Background: an optimization exercise with open tools, aiming at small area, a short achievable clock period and few clock cycles per item. Do not read the settings as production practice. No functional check of the RTL was part of any run shown here. Power is estimated from default activity; no workload was simulated.

## flow/config.mk

```make
export PLATFORM = sky130hd
export DESIGN_NAME = top_n_min_heap_tracker_top
export DESIGN_NICKNAME = top_n_min_heap_tracker_top
export VERILOG_FILES = /design/flow/design.v
export SDC_FILE = /design/flow/constraint.sdc
export NUM_CORES = 4
export LEC_CHECK = 0
export ABC_CLOCK_PERIOD_IN_PS = 3000
export CAP_MARGIN = 20
export CORE_MARGIN = 2
export CORE_UTILIZATION = 40
export SETUP_SLACK_MARGIN = 5
export SLEW_MARGIN = 20
```

## flow/constraint.sdc

```tcl
create_clock -name core_clock -period 11.0 [get_ports {clk}]
set_input_delay 2.2000 -clock core_clock [delete_from_list [all_inputs] [get_ports {clk}]]
set_output_delay 2.2000 -clock core_clock [all_outputs]
set_load 0.01 [all_outputs]
```

## flow/design.v

```verilog
`timescale 1ns / 1ps
package tnmh_pkg;
  localparam int unsigned ValueW = 32;
  localparam int unsigned TimeW  = 64;
  localparam int unsigned EntryW = ValueW + TimeW;
endpackage
`timescale 1ns / 1ps
module tnmh_cell #(
  parameter int unsigned N = 32
) (
  input  logic [N-1:0] a,
  input  logic [N-1:0] b,
  output logic         lt,
  output logic         eq
);
  localparam int unsigned D = $clog2(N);
  localparam int unsigned P = 1 << D;
  logic [2*P-1:1] tl, te;
  for (genvar i = 0; i < P; i++) begin : g_leaf
    if (i < N) begin : g_bit
      assign tl[P+i] = !a[i] && b[i];
      assign te[P+i] = !(a[i] ^ b[i]);
    end else begin : g_pad
      assign tl[P+i] = 1'b0;
      assign te[P+i] = 1'b1;
    end
  end
  for (genvar n = 1; n < P; n++) begin : g_node
    assign tl[n] = tl[2*n+1] || (te[2*n+1] && tl[2*n]);
    assign te[n] = te[2*n+1] && te[2*n];
  end
  assign lt = tl[1];
  assign eq = te[1];
endmodule
`timescale 1ns / 1ps
module top_n_min_heap_tracker_top #(
  parameter int unsigned TOP_COUNT = 32
) (
  input  logic        clk,
  input  logic        rst_n,
  input  logic        in_valid,
  output logic        in_ready,
  input  logic [31:0] in_sample_value,
  input  logic [63:0] in_sample_time,
  output logic        out_valid,
  input  logic        out_ready,
  output logic        out_accepted,
  output logic [31:0] out_evicted_value,
  output logic [63:0] out_evicted_time,
  output logic [31:0] out_min_value,
  output logic [63:0] out_min_time
);
  localparam int unsigned W  = tnmh_pkg::EntryW;
  localparam int unsigned TW = tnmh_pkg::TimeW;
  localparam int unsigned NN = 32;
  logic [NN*W-1:0] nq;
  logic [NN:1]     nv;
  logic [15:1]     sel;    
  logic [NN*W-1:0] nwd;
  logic [NN:1]     nwe;
  logic [15:1]     sel_d;
  logic [15:1]     sel_we;
  logic [W-1:0] h_q;
  logic         h_v;
  logic [W-1:0] k_q;
  logic         k_v;
  logic         take;
  logic         h_load;
  logic [W-1:0] in_b;
  logic         o_v;
  logic         acc_q;
  logic [W-1:0] ev_q;
  logic [4:1]     tv;
  logic [4*4-1:0] tp;
  logic [4*W-1:0] ts;
  logic [4*W-1:0] tsib;
  logic [4:1]     ntv;
  logic [4*4-1:0] ntp;
  logic [4*W-1:0] nts;
  logic [4*W-1:0] ntsib;
  logic fire;
  logic [W-1:0] root, r_l, r_r, r_c, r_o;
  logic         acc, r_sw;
  assign root = nq[0 +: W];
  assign r_l  = nq[1*W +: W] & {W{nv[2]}};
  assign r_r  = nq[2*W +: W] & {W{nv[3]}};
  assign r_c  = sel[1] ? r_r : r_l;
  assign r_o  = sel[1] ? r_l : r_r;
  logic acc_lt, acc_eq, r_lt, r_eq;
  tnmh_cell #(.N(W-TW)) u_acc (.a(h_q[W-1:TW]), .b(root[W-1:TW]), .lt(acc_lt), .eq(acc_eq));
  tnmh_cell #(.N(W-TW)) u_rsw (.a(h_q[W-1:TW]), .b(r_c[W-1:TW]), .lt(r_lt), .eq(r_eq));
  assign acc  = !acc_lt;
  assign r_sw = acc && !r_lt;
  assign fire = h_v && (!o_v || out_ready) && (!acc || !tv[1]);
  assign nwe[1]        = fire && acc;
  assign nwd[0 +: W]   = r_sw ? r_c : h_q;
  assign ntv[1]        = fire && r_sw;
  assign ntp[0 +: 4]   = {3'b000, sel[1]};
  assign nts[0 +: W]   = h_q;
  assign ntsib[0 +: W] = r_o;
  for (genvar k = 1; k <= 3; k++) begin : g_lvl
    localparam int unsigned B = 1 << k;
    logic [k-1:0] pos;
    logic [W-1:0] s, sib, cl, cr, c, o, x;
    logic         sp, sw, left, sel_c, sel_s;
    logic         sw_lt, sw_eq, c_lt, c_eq, s_lt, s_eq;
    assign pos  = tp[(k-1)*4 +: k];
    assign left = !pos[0];
    assign s = ts[(k-1)*W +: W];
    if (k == 1) begin : g_s1
      assign sib = pos[0] ? (nq[1*W +: W] & {W{nv[2]}}) : (nq[2*W +: W] & {W{nv[3]}});
    end else begin : g_sk
      assign sib = tsib[(k-1)*W +: W];
    end
    always_comb begin
      cl = '0;
      cr = '0;
      sp = 1'b0;
      for (int j = 0; j < B; j++) begin
        cl = cl | ({W{(pos == j) && nv[2*B + 2*j]}} & nq[(2*B + 2*j - 1)*W +: W]);
        cr = cr | ({W{(pos == j) && nv[2*B + 2*j + 1]}} & nq[(2*B + 2*j)*W +: W]);
        sp = sp | ((pos == j) && sel[B + j]);
      end
    end
    assign c  = sp ? cr : cl;
    assign o  = sp ? cl : cr;
    tnmh_cell #(.N(W-TW)) u_sw (.a(s[W-1:TW]), .b(c[W-1:TW]), .lt(sw_lt), .eq(sw_eq));
    assign sw = !sw_lt;
    assign x  = sw ? c : s;
    tnmh_cell #(.N(W)) u_c (.a({c[W-1:TW], ~c[TW-1:0]}), .b({sib[W-1:TW], ~sib[TW-1:0]}),
                            .lt(c_lt), .eq(c_eq));
    tnmh_cell #(.N(W)) u_s (.a({s[W-1:TW], ~s[TW-1:0]}), .b({sib[W-1:TW], ~sib[TW-1:0]}),
                            .lt(s_lt), .eq(s_eq));
    assign sel_c = left ? !c_lt : (c_lt || c_eq);
    assign sel_s = left ? !s_lt : (s_lt || s_eq);
    for (genvar j = 0; j < B; j++) begin : g_wr
      assign nwe[B + j]             = tv[k] && (pos == j);
      assign nwd[(B + j - 1)*W +: W] = x;
    end
    for (genvar j = 0; j < B/2; j++) begin : g_sel
      if (k == 1) begin : g_w1
        assign sel_we[B/2 + j] = tv[k];
      end else begin : g_wk
        assign sel_we[B/2 + j] = tv[k] && (pos[k-1:(k>1?1:0)] == j);
      end
      assign sel_d[B/2 + j]  = sw ? sel_c : sel_s;
    end
    assign ntv[k+1]           = tv[k] && sw;
    assign ntp[k*4 +: 4]      = 4'({pos, sp});
    assign nts[k*W +: W]      = s;
    assign ntsib[k*W +: W]    = o;
  end
  logic [3:0]   l4_pos;
  logic [W-1:0] l4_s, l4_sib, l4_c, l4_x;
  logic         l4_sw, l4_left, l4_sel_c, l4_sel_s;
  logic         l4_sw_lt, l4_sw_eq, l4_c_lt, l4_c_eq, l4_s_lt, l4_s_eq;
  assign l4_pos   = tp[12 +: 4];
  assign l4_left  = !l4_pos[0];
  assign l4_s     = ts[3*W +: W];
  assign l4_sib   = tsib[3*W +: W];
  assign l4_c     = nq[31*W +: W] & {W{nv[32]}};
  tnmh_cell #(.N(W-TW)) u_sw4 (.a(l4_s[W-1:TW]), .b(l4_c[W-1:TW]), .lt(l4_sw_lt), .eq(l4_sw_eq));
  assign l4_sw    = (l4_pos == 4'd0) && !l4_sw_lt;
  assign l4_x     = l4_sw ? l4_c : l4_s;
  tnmh_cell #(.N(W)) u_c4 (.a({l4_c[W-1:TW], ~l4_c[TW-1:0]}), .b({l4_sib[W-1:TW], ~l4_sib[TW-1:0]}),
                           .lt(l4_c_lt), .eq(l4_c_eq));
  tnmh_cell #(.N(W)) u_s4 (.a({l4_s[W-1:TW], ~l4_s[TW-1:0]}), .b({l4_sib[W-1:TW], ~l4_sib[TW-1:0]}),
                           .lt(l4_s_lt), .eq(l4_s_eq));
  assign l4_sel_c = !l4_c_lt;
  assign l4_sel_s = l4_left ? !l4_s_lt : (l4_s_lt || l4_s_eq);
  for (genvar j = 0; j < 16; j++) begin : g_wr4
    assign nwe[16 + j]              = tv[4] && (l4_pos == j);
    assign nwd[(16 + j - 1)*W +: W] = l4_x;
  end
  for (genvar j = 0; j < 8; j++) begin : g_sel4
    assign sel_we[8 + j] = tv[4] && (l4_pos[3:1] == j);
    assign sel_d[8 + j]  = l4_sw ? l4_sel_c : l4_sel_s;
  end
  assign nwe[32]          = tv[4] && l4_sw;
  assign nwd[31*W +: W]   = l4_s;
  always_ff @(posedge clk) begin
    if (!rst_n) nq[0 +: W] <= '0;
    else if (nwe[1]) nq[0 +: W] <= nwd[0 +: W];
  end
  assign nv[1] = 1'b1;
  for (genvar n = 2; n <= NN; n++) begin : g_node
    always_ff @(posedge clk) begin
      if (nwe[n]) nq[(n-1)*W +: W] <= nwd[(n-1)*W +: W];
      if (!rst_n) nv[n] <= 1'b0;
      else if (nwe[n]) nv[n] <= 1'b1;
    end
  end
  for (genvar q = 1; q <= 15; q++) begin : g_selq
    always_ff @(posedge clk) begin
      if (!rst_n) sel[q] <= 1'b1;
      else if (sel_we[q]) sel[q] <= sel_d[q];
    end
  end
  always_ff @(posedge clk) begin
    if (!rst_n) begin
      h_v <= 1'b0;
      k_v <= 1'b0;
      o_v <= 1'b0;
      tv  <= '0;
    end else begin
      if (h_load) h_v <= k_v || take;
      if (h_load) k_v <= 1'b0;
      else if (take) k_v <= 1'b1;
      if (fire) o_v <= 1'b1;
      else if (out_ready) o_v <= 1'b0;
      tv <= ntv;
    end
    if (h_load) h_q <= k_v ? k_q : in_b;
    if (take && !h_load) k_q <= in_b;
    if (fire) begin
      acc_q <= acc;
      ev_q  <= acc ? {~root[W-1], root[W-2:0]} : '0;
    end
    tp    <= ntp;
    ts    <= nts;
    tsib  <= ntsib;
  end
  assign in_b              = {~in_sample_value[31], in_sample_value[30:0], in_sample_time};
  assign take              = in_valid && !k_v;
  assign h_load            = !h_v || fire;
  assign in_ready          = !k_v;
  assign out_valid         = o_v;
  assign out_accepted      = acc_q;
  assign out_evicted_value = ev_q[W-1:TW];
  assign out_evicted_time  = ev_q[TW-1:0];
  assign out_min_value     = {~root[W-1], root[W-2:TW]};
  assign out_min_time      = root[TW-1:0];
endmodule
```

## flow/run.sh

```bash
#!/bin/bash
# synth_recipe.tcl (not shown) runs the flow's synth.tcl, then flattens the netlist and writes it again
# the make line also repeats each setting of config.mk as NAME=value (left out here)
make -C /OpenROAD-flow-scripts/flow DESIGN_CONFIG=/design/flow/config.mk WORK_HOME=/design/flow/orfs CLKGATE_MAP_FILE= SYNTH_SCRIPT=/design/flow/synth_recipe.tcl finish
```

==> results of run 1 <==
cells in the final DEF, fill, tap and decap left out, drive strengths merged, types with 333 or more instances in the layout:
master and instances:
ha 953, a21oi 441, o21ai 528, dfxtp 831, mux2 415, clkbuf 515, nor2 1393, a22o 333
a222oi 381, nand2 621, inv 525, edfxtp 3265, nand3 346
worst max-delay path by stage:
| stage | to | startpoint | slack (ns) | cells after the start |
|---|---|---|---|---|
| final | nq[1095] | tp[9] | 5.14 | 20 |
| after detailed placement | nq[1066] | tp[9] | 3.62 | 19 |
| after global routing | nq[516] | tp[4] | 5.00 | 16 |
| after floorplan | k_q[0] | out_ready | 5.10 | 3 |
| after global placement | nq[1162] | tp[9] | 3.52 | 18 |
| after CTS | nq[1004] | tp[9] | 4.99 | 19 |
routing by layer:
metal	GRT usage	vias to the layer above	routed length, um
li1	-	47651	-
met1	0.3106	51803	209500
met2	0.3146	4494	200200
met3	0.03180	630	38860
met4	0.05833	0	13840
met5	0	-	0
power groups by stage:
| stage | Clock (mW) | Sequential [mW] | Combinational, mW |
|---|---|---|---|
| detailed placement | 0 | 17.8 | 4.03 |
| floorplan | 0 | 17.6 | 2.57 |
| global route | 14.7 | 17.5 | 4.48 |
| CTS | 14.2 | 17.5 | 4.07 |
| global placement | 0 | 17.8 | 3.97 |
| finish | 13.9 | 17.5 | 4.06 |
per-stage QoR:
stage               total power, mW  worst slack [ns]  instances  cell area, um2
floorplan                     20.21             5.097      12346          169500
global placement              21.75             3.523      17744          178300
detailed placement            21.81             3.620      17746          178400
CTS                           35.68             4.995      18513          192200
global route                  36.69             4.999      18531          192500
finish                        35.43             5.136      18542          192500
registers in the layout, summed over array words and instances (netlist names):
register	cells
h_q	96
ts	384
acc_q	1
k_q	96
nv	31
h_v	1
nq	3072
ev_q	96
tsib	288
sel	15
o_v	1
tv	4
k_v	1
tp	10
cells by family (layout without fill, tap and decap cells):
family,count (synthesis),count (layout),synth area share
xor gates and xnor gates,1,1,0.00005170
other,0,13,0
and+or+nand+nor,2923,2930,0.07619
adders and majority gates,953,953,0.07037
buffers and inverters,1227,1739,0.02979
muxes,585,586,0.03792
DFF,4096,4096,0.6768
AOI/OAI and AO/OA,2561,2561,0.1089
what timing repair did:
| action | 4_1_cts | 5_1_grt |
|---|---|---|
| pin swaps | 6 | 5 |
| gates cloned | 10 | 6 |
| setup buffers | 5 | 10 |
| resized for setup | 50 | 44 |
| setup endpoints to repair | 1027 | 818 |
| hold buffers | 0 | 0 |
area by class of cell:
cell class	count	area share
Antenna cell	13	0.0001690
Clock buffer	512	0.05726
Clock inverter	240	0.01222
Inverter	500	0.009813
Multi-Input combinational cell	7031	0.2619
Sequential cell	4096	0.5958
Tap cell	5663	0.03680
Timing Repair Buffer	487	0.02607
==> impl_metrics.tcl, run 1 <==
set metrics [dict create \
    grtUsageTotal 0.2083 \
    power.share.clock 0.392 \
    cp_common_cell "nor2_1" \
    synth-seq-cells 4096 \
    cp_max_fo 42 \
    cts_buffer_depth 4 \
    place_hpwl_um 288900 \
    cts.sinks 4096 \
    finalHoldViolCount 0 \
    path_cells "buf_6 -> nor2b_4 -> buf_4 -> and3_4 -> buf_8 -> a222oi_1 -> nand3_1 -> nor2_1 -> nor2_1 -> ha_1 -> nand4_1 -> or3b_2 -> nor2_1 -> o31ai_1 -> and2_1 -> a31oi_4 -> buf_12 -> buf_16 -> bufbuf_16 -> mux2_2" \
    gr-total-overflow 0 \
    worstReg2RegStart "tp[9]" \
    p_int_mw 26.59 \
    power_frac_comb 0.115 \
    relSlewSlack 0.2543 \
    synthToLayoutAreaGrowth_pct 13.62 \
    p_seq_frac 0.493 \
    vias 104578 \
    drc 0 \
    wire_per_inst_um 24.94 \
    synth-edff-count 3265 \
    drt-total-wl_um 462400 \
    synth.cell_area_mm2 0.1695 \
    fillers 37334 \
    tns_ns 0 \
    worstPathRequired_ns 11.69 \
    place.port_buffers 294 \
    place_congestion 0.8752 \
    r2r_cells 20 \
    cts_tree "yes" \
    synth_most_common_cell "edfxtp_1" \
    pwr_density_cell_mw_per_mm2 184.0 \
    nets 13569 \
    yosys.area.top_type "edfxtp_1" \
    finalMaxSlewViolations 0 \
    hold_path_end "ts[32]" \
    die_h_um 654.9 \
    synthTopCellsByArea "edfxtp_1, dfxtp_1, ha_1, nor2_1, mux2_2" \
    maxCapViolCount 0 \
    syn_nets 13399 \
    period_share 0.5331 \
    ys_types 77 \
    clockRootBuffer "clkbuf_16" \
    dr.pass1.iters 9 \
    async_reset_ff_frac 0 \
    outcome "timing/DRC/antenna clean" \
    post-route-min-period_ns 5.864 \
    regArea_mm2 0.1147 \
    crit_family "simple AND/OR/NAND/NOR gates" \
    numCtsBuffers 400 \
    antenna_found_initial 7 \
    critical_path_class "reg2reg" \
    clk_pin_slew_ns 0.06 \
    max_stage_delay_ns 0.52 \
    avgSynthCellArea_um2 13.73 \
    io_pins 295 \
    hold_depth 0 \
    yosys_warnings 1 \
    grt_pass1_wl_um 672900 \
    drive_gt1_frac 0.1070 \
    synth-seq-area-share 0.6768 \
    core_area_mm2 0.4228 \
    finClkSkew_ns 0.05276 \
    worst_hold_slack_ns 0.3511 \
    via_per_inst 5.640 \
    min_path_type "reg2reg" \
    tightest_slew_ns 1.119 \
    power.switching_mw 8.840 \
    grt_max_degree 173 \
    finalSetupViolCount 0 \
    ant_nets 0 \
    clock.fmax_mhz 170.5 \
    worstPathArrival_ns 6.55 \
    rr_endpoint "nq[1095]" \
    hp-start "h_q[32]" \
    cp_slowest_cell "or3b_2" \
    initial_utilization 0.4007 \
    final_core_util 0.4553 \
    rows 239 \
    multi_input_area_mm2 0.05042 \
    endpoint_kind "flop" \
    crit_buf_inv 6 \
    synth-main-ff-cell "edfxtp_1" \
    cts_max_level 5 \
    p_leak_nw 70.87 \
    p_sw_frac 0.2495 \
    grt_pass1_vias 100671 \
    yosysTopAreaCellShare 0.5786 \
    critPathLaunchType "flop" \
    die_x_um 654.9 \
    worstSkewPairLatency_ns 0.98 \
    first_iter_violations 13224 \
    rsz0062_at_grt "false" \
    r2r_slack_ns 5.14 \
    vdd_drop_max_v 0.0001542 \
    dieArea_mm2 0.4288 \
    netlist_instances 12346 \
    netlist_top_cells_count "edfxtp_1, nor2_1, ha_1, dfxtp_1, nand2_1" \
]
==> run 2: changes to the inputs <==
--- a/flow/design.v
+++ b/flow/design.v
@@ -74,19 +74,27 @@
   logic [4*4-1:0] tp;
   logic [4*W-1:0] ts;
   logic [4*W-1:0] tsib;
+  logic [3*W-1:0] tl;
+  logic [3*W-1:0] tr;
+  logic [3:1]     tsp;
   logic [4:1]     ntv;
   logic [4*4-1:0] ntp;
   logic [4*W-1:0] nts;
   logic [4*W-1:0] ntsib;
+  logic [3*W-1:0] ntl;
+  logic [3*W-1:0] ntr;
+  logic [3:1]     ntsp;
+  logic [4*W-1:0] lx;
+  logic [4:1]     lselw;
   logic fire;
   logic [W-1:0] root, r_l, r_r, r_c, r_o;
   logic         acc, r_sw;
+  logic         acc_lt, acc_eq, r_lt, r_eq;
   assign root = nq[0 +: W];
   assign r_l  = nq[1*W +: W] & {W{nv[2]}};
   assign r_r  = nq[2*W +: W] & {W{nv[3]}};
   assign r_c  = sel[1] ? r_r : r_l;
   assign r_o  = sel[1] ? r_l : r_r;
-  logic acc_lt, acc_eq, r_lt, r_eq;
   tnmh_cell #(.N(W-TW)) u_acc (.a(h_q[W-1:TW]), .b(root[W-1:TW]), .lt(acc_lt), .eq(acc_eq));
   tnmh_cell #(.N(W-TW)) u_rsw (.a(h_q[W-1:TW]), .b(r_c[W-1:TW]), .lt(r_lt), .eq(r_eq));
   assign acc  = !acc_lt;
@@ -98,6 +106,30 @@
   assign ntp[0 +: 4]   = {3'b000, sel[1]};
   assign nts[0 +: W]   = h_q;
   assign ntsib[0 +: W] = r_o;
+  for (genvar m = 1; m <= 3; m++) begin : g_pf
+    localparam int unsigned B = 1 << m;
+    logic [m-1:0] pm;
+    logic [m:0]   fp;
+    logic         fv;
+    logic [W-1:0] rl, rr;
+    logic         rs;
+    assign pm = ntp[(m-1)*4 +: m];
+    assign fp = tp[m*4 +: m+1];
+    assign fv = tv[m+1];
+    always_comb begin
+      rl = '0;
+      rr = '0;
+      rs = 1'b0;
+      for (int j = 0; j < B; j++) begin
+        rl = rl | ({W{(pm == j) && nv[2*B + 2*j]}} & nq[(2*B + 2*j - 1)*W +: W]);
+        rr = rr | ({W{(pm == j) && nv[2*B + 2*j + 1]}} & nq[(2*B + 2*j)*W +: W]);
+        rs = rs | ((pm == j) && sel[B + j]);
+      end
+    end
+    assign ntl[(m-1)*W +: W] = (fv && fp == {pm, 1'b0}) ? lx[m*W +: W] : rl;
+    assign ntr[(m-1)*W +: W] = (fv && fp == {pm, 1'b1}) ? lx[m*W +: W] : rr;
+    assign ntsp[m]           = (fv && fp[m:1] == pm) ? lselw[m+1] : rs;
+  end
   for (genvar k = 1; k <= 3; k++) begin : g_lvl
     localparam int unsigned B = 1 << k;
     logic [k-1:0] pos;
@@ -106,24 +138,13 @@
     logic         sw_lt, sw_eq, c_lt, c_eq, s_lt, s_eq;
     assign pos  = tp[(k-1)*4 +: k];
     assign left = !pos[0];
-    assign s = ts[(k-1)*W +: W];
-    if (k == 1) begin : g_s1
-      assign sib = pos[0] ? (nq[1*W +: W] & {W{nv[2]}}) : (nq[2*W +: W] & {W{nv[3]}});
-    end else begin : g_sk
-      assign sib = tsib[(k-1)*W +: W];
-    end
-    always_comb begin
-      cl = '0;
-      cr = '0;
-      sp = 1'b0;
-      for (int j = 0; j < B; j++) begin
-        cl = cl | ({W{(pos == j) && nv[2*B + 2*j]}} & nq[(2*B + 2*j - 1)*W +: W]);
-        cr = cr | ({W{(pos == j) && nv[2*B + 2*j + 1]}} & nq[(2*B + 2*j)*W +: W]);
-        sp = sp | ((pos == j) && sel[B + j]);
-      end
-    end
-    assign c  = sp ? cr : cl;
-    assign o  = sp ? cl : cr;
+    assign s    = ts[(k-1)*W +: W];
+    assign sib  = tsib[(k-1)*W +: W];
+    assign cl   = tl[(k-1)*W +: W];
+    assign cr   = tr[(k-1)*W +: W];
+    assign sp   = tsp[k];
+    assign c    = sp ? cr : cl;
+    assign o    = sp ? cl : cr;
     tnmh_cell #(.N(W-TW)) u_sw (.a(s[W-1:TW]), .b(c[W-1:TW]), .lt(sw_lt), .eq(sw_eq));
     assign sw = !sw_lt;
     assign x  = sw ? c : s;
@@ -133,22 +154,25 @@
                             .lt(s_lt), .eq(s_eq));
     assign sel_c = left ? !c_lt : (c_lt || c_eq);
     assign sel_s = left ? !s_lt : (s_lt || s_eq);
+    assign lx[(k-1)*W +: W] = x;
+    assign lselw[k]         = sw ? sel_c : sel_s;
     for (genvar j = 0; j < B; j++) begin : g_wr
-      assign nwe[B + j]             = tv[k] && (pos == j);
+      assign nwe[B + j]              = tv[k] && (pos == j);
       assign nwd[(B + j - 1)*W +: W] = x;
     end
-    for (genvar j = 0; j < B/2; j++) begin : g_sel
-      if (k == 1) begin : g_w1
-        assign sel_we[B/2 + j] = tv[k];
-      end else begin : g_wk
+    if (k == 1) begin : g_sel1
+      assign sel_we[1] = tv[1];
+      assign sel_d[1]  = lselw[1];
+    end else begin : g_selk
+      for (genvar j = 0; j < B/2; j++) begin : g_sel
         assign sel_we[B/2 + j] = tv[k] && (pos[k-1:(k>1?1:0)] == j);
+        assign sel_d[B/2 + j]  = lselw[k];
       end
-      assign sel_d[B/2 + j]  = sw ? sel_c : sel_s;
-    end
-    assign ntv[k+1]           = tv[k] && sw;
-    assign ntp[k*4 +: 4]      = 4'({pos, sp});
-    assign nts[k*W +: W]      = s;
-    assign ntsib[k*W +: W]    = o;
+    end
+    assign ntv[k+1]        = tv[k] && sw;
+    assign ntp[k*4 +: 4]   = 4'({pos, sp});
+    assign nts[k*W +: W]   = s;
+    assign ntsib[k*W +: W] = o;
   end
   logic [3:0]   l4_pos;
   logic [W-1:0] l4_s, l4_sib, l4_c, l4_x;
@@ -168,16 +192,18 @@
                            .lt(l4_s_lt), .eq(l4_s_eq));
   assign l4_sel_c = !l4_c_lt;
   assign l4_sel_s = l4_left ? !l4_s_lt : (l4_s_lt || l4_s_eq);
+  assign lx[3*W +: W] = l4_x;
+  assign lselw[4]     = l4_sw ? l4_sel_c : l4_sel_s;
   for (genvar j = 0; j < 16; j++) begin : g_wr4
     assign nwe[16 + j]              = tv[4] && (l4_pos == j);
     assign nwd[(16 + j - 1)*W +: W] = l4_x;
   end
   for (genvar j = 0; j < 8; j++) begin : g_sel4
     assign sel_we[8 + j] = tv[4] && (l4_pos[3:1] == j);
-    assign sel_d[8 + j]  = l4_sw ? l4_sel_c : l4_sel_s;
-  end
-  assign nwe[32]          = tv[4] && l4_sw;
-  assign nwd[31*W +: W]   = l4_s;
+    assign sel_d[8 + j]  = lselw[4];
+  end
+  assign nwe[32]        = tv[4] && l4_sw;
+  assign nwd[31*W +: W] = l4_s;
   always_ff @(posedge clk) begin
     if (!rst_n) nq[0 +: W] <= '0;
     else if (nwe[1]) nq[0 +: W] <= nwd[0 +: W];
@@ -216,9 +242,12 @@
       acc_q <= acc;
       ev_q  <= acc ? {~root[W-1], root[W-2:0]} : '0;
     end
-    tp    <= ntp;
-    ts    <= nts;
-    tsib  <= ntsib;
+    tp   <= ntp;
+    ts   <= nts;
+    tsib <= ntsib;
+    tl   <= ntl;
+    tr   <= ntr;
+    tsp  <= ntsp;
   end
   assign in_b              = {~in_sample_value[31], in_sample_value[30:0], in_sample_time};
   assign take              = in_valid && !k_v;
==> flow/flow/run.sh (new file) <==
#!/bin/bash
set -euo pipefail
MARGIN=${MARGIN:-7}
sed -e "s/SETUP_SLACK_MARGIN=[0-9.-]*/SETUP_SLACK_MARGIN=${MARGIN}/" standard.sh > standard_margin.sh
bash standard_margin.sh > flow.log 2>&1
==> flow/standard.sh (new file) <==
#!/bin/bash
# synth_recipe.tcl (not shown) runs the flow's synth.tcl, then flattens the netlist and writes it again
# the make line also repeats each setting of config.mk as NAME=value (left out here)
make -C /OpenROAD-flow-scripts/flow DESIGN_CONFIG=/design/flow/config.mk WORK_HOME=/design/flow/orfs CLKGATE_MAP_FILE= SYNTH_SCRIPT=/design/flow/synth_recipe.tcl "${@:-finish}"
removed: flow/run.sh
==> impl_metrics.tcl, run 2 <==
set metrics [dict create \
    outcome "timing/DRC/antenna clean" \
    ys_types 78 \
    path_cells "buf_8 -> nand2_1 -> inv_1 -> ha_1 -> nor2b_1 -> o21ai_0 -> a21oi_1 -> a2111oi_1 -> o31ai_1 -> a31oi_4 -> buf_12 -> bufbuf_16 -> mux2i_1 -> inv_1" \
    finalMaxSlewViolations 0 \
    synth.cell_area_mm2 0.1907 \
    worstPathArrival_ns 4.65 \
    top_register "nq" \
    dieArea_mm2 0.4822 \
    post-route-min-period_ns 4.030 \
    worstSkewPairLatency_ns 1.03 \
    rsz0062_at_grt "true" \
    vdd_drop_max_v 0.0001476 \
    final_common_cell "edfxtp_1" \
    critPathLaunchType "flop" \
    cts_buffer_depth 4 \
    drt-total-wl_um 576200 \
    dr.pass1.iters 6 \
    syn_nets 15000 \
    grt.busiest_layer "met2" \
    r2r_cells 14 \
    relSlewSlack 0.2048 \
    async_reset_ff_frac 0 \
    synthToLayoutAreaGrowth_pct 15.84 \
    dp.cells 19812 \
    synth-edff-count 3265 \
    place_hpwl_um 336400 \
    synth-seq-area-share 0.6723 \
    clock.fmax_mhz 248.1 \
    worstPathRequired_ns 11.62 \
    antenna_found_initial 7 \
    mostFrequentLayoutCells "edfxtp_1, dfxtp_1, a21oi_1, ha_1" \
    via_per_inst 5.773 \
    gr-total-overflow 0 \
    cp_max_fo 16 \
    endpoint_kind "flop" \
    die_x_um 694.4 \
    drive_gt1_frac 0.1561 \
    grt_use_met1 0.3343 \
    io_pins 295 \
    cts.sinks 4771 \
    cp_common_cell "inv_1" \
    dpl-instance-area_mm2 0.2000 \
    clk_pin_slew_ns 0.06 \
    synth-main-ff-cell "edfxtp_1" \
    tns_ns 0 \
    hold_depth 0 \
    grt_pass1_wl_um 818500 \
    grt_util_met2 0.3532 \
    yosysTopAreaCellShare 0.5142 \
    nets 15268 \
    largest_reg_flops 3072 \
    finClkSkew_ns 0.06147 \
    min_path_type "reg2reg" \
    period_share 0.3664 \
    holdBufCountCts 0 \
    grtUsageMet3 0.04117 \
    cp_slowest_cell "mux2i_1" \
    fin_area_mm2 0.2209 \
    grt_pass1_vias 115817 \
    yosys.area.top_type "edfxtp_1" \
    p_leak_nw 82.63 \
    max_stage_delay_ns 0.54 \
    avgSynthCellArea_um2 13.67 \
    top_regs "nq: 3072 flops, ts: 384 flops, tsib: 384 flops" \
    finalHoldViolCount 0 \
    synthTopCellsByArea "edfxtp_1, dfxtp_1, ha_1, mux2_2, a22oi_1" \
    pwr_density_cell_mw_per_mm2 178.3 \
    netlist_instances 13947 \
    wire_per_inst_um 27.58 \
    ant_nets 0 \
    finalSetupViolCount 0 \
    grt_max_degree 241 \
    core_area_mm2 0.4748 \
    clockRootBuffer "clkbuf_16" \
    die_h_um 694.4 \
    place_congestion 0.8623 \
    yosys_warnings 1 \
    first_iter_violations 13337 \
    tightest_slew_ns 1.193 \
    vias 120635 \
    critical_path_class "reg2reg" \
    numCtsBuffers 471 \
    maxCapViolCount 0 \
    rows 253 \
    initial_utilization 0.4016 \
    synth-seq-cells 4771 \
    drc 0 \
    place.port_buffers 294 \
    cts_tree "yes" \
    synth_most_common_cell "edfxtp_1" \
    grtUsageTotal 0.2290 \
    netlist_top_cells_count "edfxtp_1, dfxtp_1, a21oi_1, ha_1, inv_1" \
    fin_cells 20895 \
    cts_max_level 5 \
]
## run 2: changes by cell type after synthesis, moves of 140 or more
cell / previous run / this run
clkbuf_1: 502 / 645
nor2_1: 1391 / 404
a22oi_1: 286 / 773
mux2_2: 406 / 641
a21oi_1: 440 / 1002
and3_1: 33 / 315
a221oi_1: 153 / 403
a22o_1: 333 / 193
inv_1: 500 / 859
dfxtp_1: 831 / 1506
a222oi_1: 381 / 0
mux2i_1: 166 / 323
## run 2: final timing paths
check / from / endpoint / slack [ns]
hold / removal: h_q[40] / ts[40] / 0.37
hold reg to reg: h_q[40] / ts[40] / 0.37
setup reg to reg: nv[32] / nq[1719] / 6.97
setup / recovery: nv[32] / nq[1719] / 6.97
## run 2: layout make-up
cell class                 instances  area [um2]
sequential                      4771      128400
clock buffer                     688       13690
clock inverter                   206        2022
fill                           41515      253900
inverter                         860        3274
timing repair buffer             641        7254
antenna                           12       30.03
tap                             6247        7816
multi-input combinational       7470       58390
## run 2: timing repair
| item | CTS | global route |
|---|---|---|
| endpoints found under the setup margin | 4122 | 2988 |
| gates resized for setup | 639 | 306 |
| buffers inserted | 67 | 62 |
| gates cloned | 36 | 11 |
| pin swaps | 16 | 17 |
## run 2: layer usage
layer / share of wire / vias to the layer above
li1: - / 53748
met4: 0.026 / 8
met1: 0.44 / 60804
met3: 0.089 / 771
met5: 0.000068 / -
met2: 0.44 / 5304
## run 2: critical path, delay by kind of cell, from the launching register on
kind / cells / cell delay, ns
muxes: 1 / 0.54
and+or+nand+nor: 2 / 0.22
buffers and inverters: 5 / 1.11
DFF: 1 / 0.43
adders and majority gates: 1 / 0.23
AOI/OAI and AO/OA: 5 / 1.13
## run 2: through the flow
| step | hold WS, ns | setup slack [ns] | util | total power, mW |
|---|---|---|---|---|
| after floorplan | 0.3290 | -1.266 | - | 21.96 |
| after global placement | 0.3559 | 4.532 | 0.4212 | 23.04 |
| after detailed placement | 0.3578 | 4.606 | 0.4212 | 23.09 |
| after CTS | 0.3610 | 6.955 | 0.4604 | 39.44 |
| after global routing | 0.3734 | 6.826 | 0.4651 | 40.58 |
| final | 0.3686 | 6.970 | 0.4652 | 39.38 |
## run 2: cells by family (layout without fill, tap and decap cells)
family,after synthesis,in the layout,share of synthesized area
buffers and inverters,1716,2395,0.03577
AND/OR/NAND/NOR,2247,2250,0.05841
XOR/XNOR,6,6,0.0002756
AO/OA/AOI/OAI,3287,3294,0.1156
adder cells (fa/ha/maj),953,953,0.06253
flip-flops,4771,4771,0.6723
other,0,12,0
multiplexers,967,967,0.05516
## run 2: power by group
part	internal (mW)	switching (mW)	leakage, nW
clock	9.34	6.91	7.70
combinational	1.12	1.85	32.7
sequential	19.7	0.456	42.3
total	30.2	9.22	82.6

static timing again, ports no longer ideal:
Ports are ideal in the flow. The routed layouts listed here were re-timed in OpenROAD.
Step 1: set_driving_cell puts a clkbuf_16 on clk and a buf_2 on each other input, an assumption about the parent block.
Step 2 moves the port delays by t, midway between the first and last clock arrival at a register: inputs arrive t later, outputs are due t later. That takes back most of the time a late clock gives input paths.
a / b / c = no drivers / after step 1 / after step 2; a / b = the first two.
| run | t, ns | setup slack, ns | slew at the worst register clock pin (ns) | pins driven straight from the clock port |
|---|---|---|---|---|
| run 1 | 1.061 | 5.136 / 5.136 / 5.136 | 0.07 / 0.07 | 1 |
| run 2 | 1.108 | 6.970 / 6.961 / 5.890 | 0.07 / 0.07 | 1 |
After both steps every run listed still meets setup and hold. For run 2, which loses most, drivers alone change the setup slack by -0.009 ns; drivers and shift together by -1.080 ns.
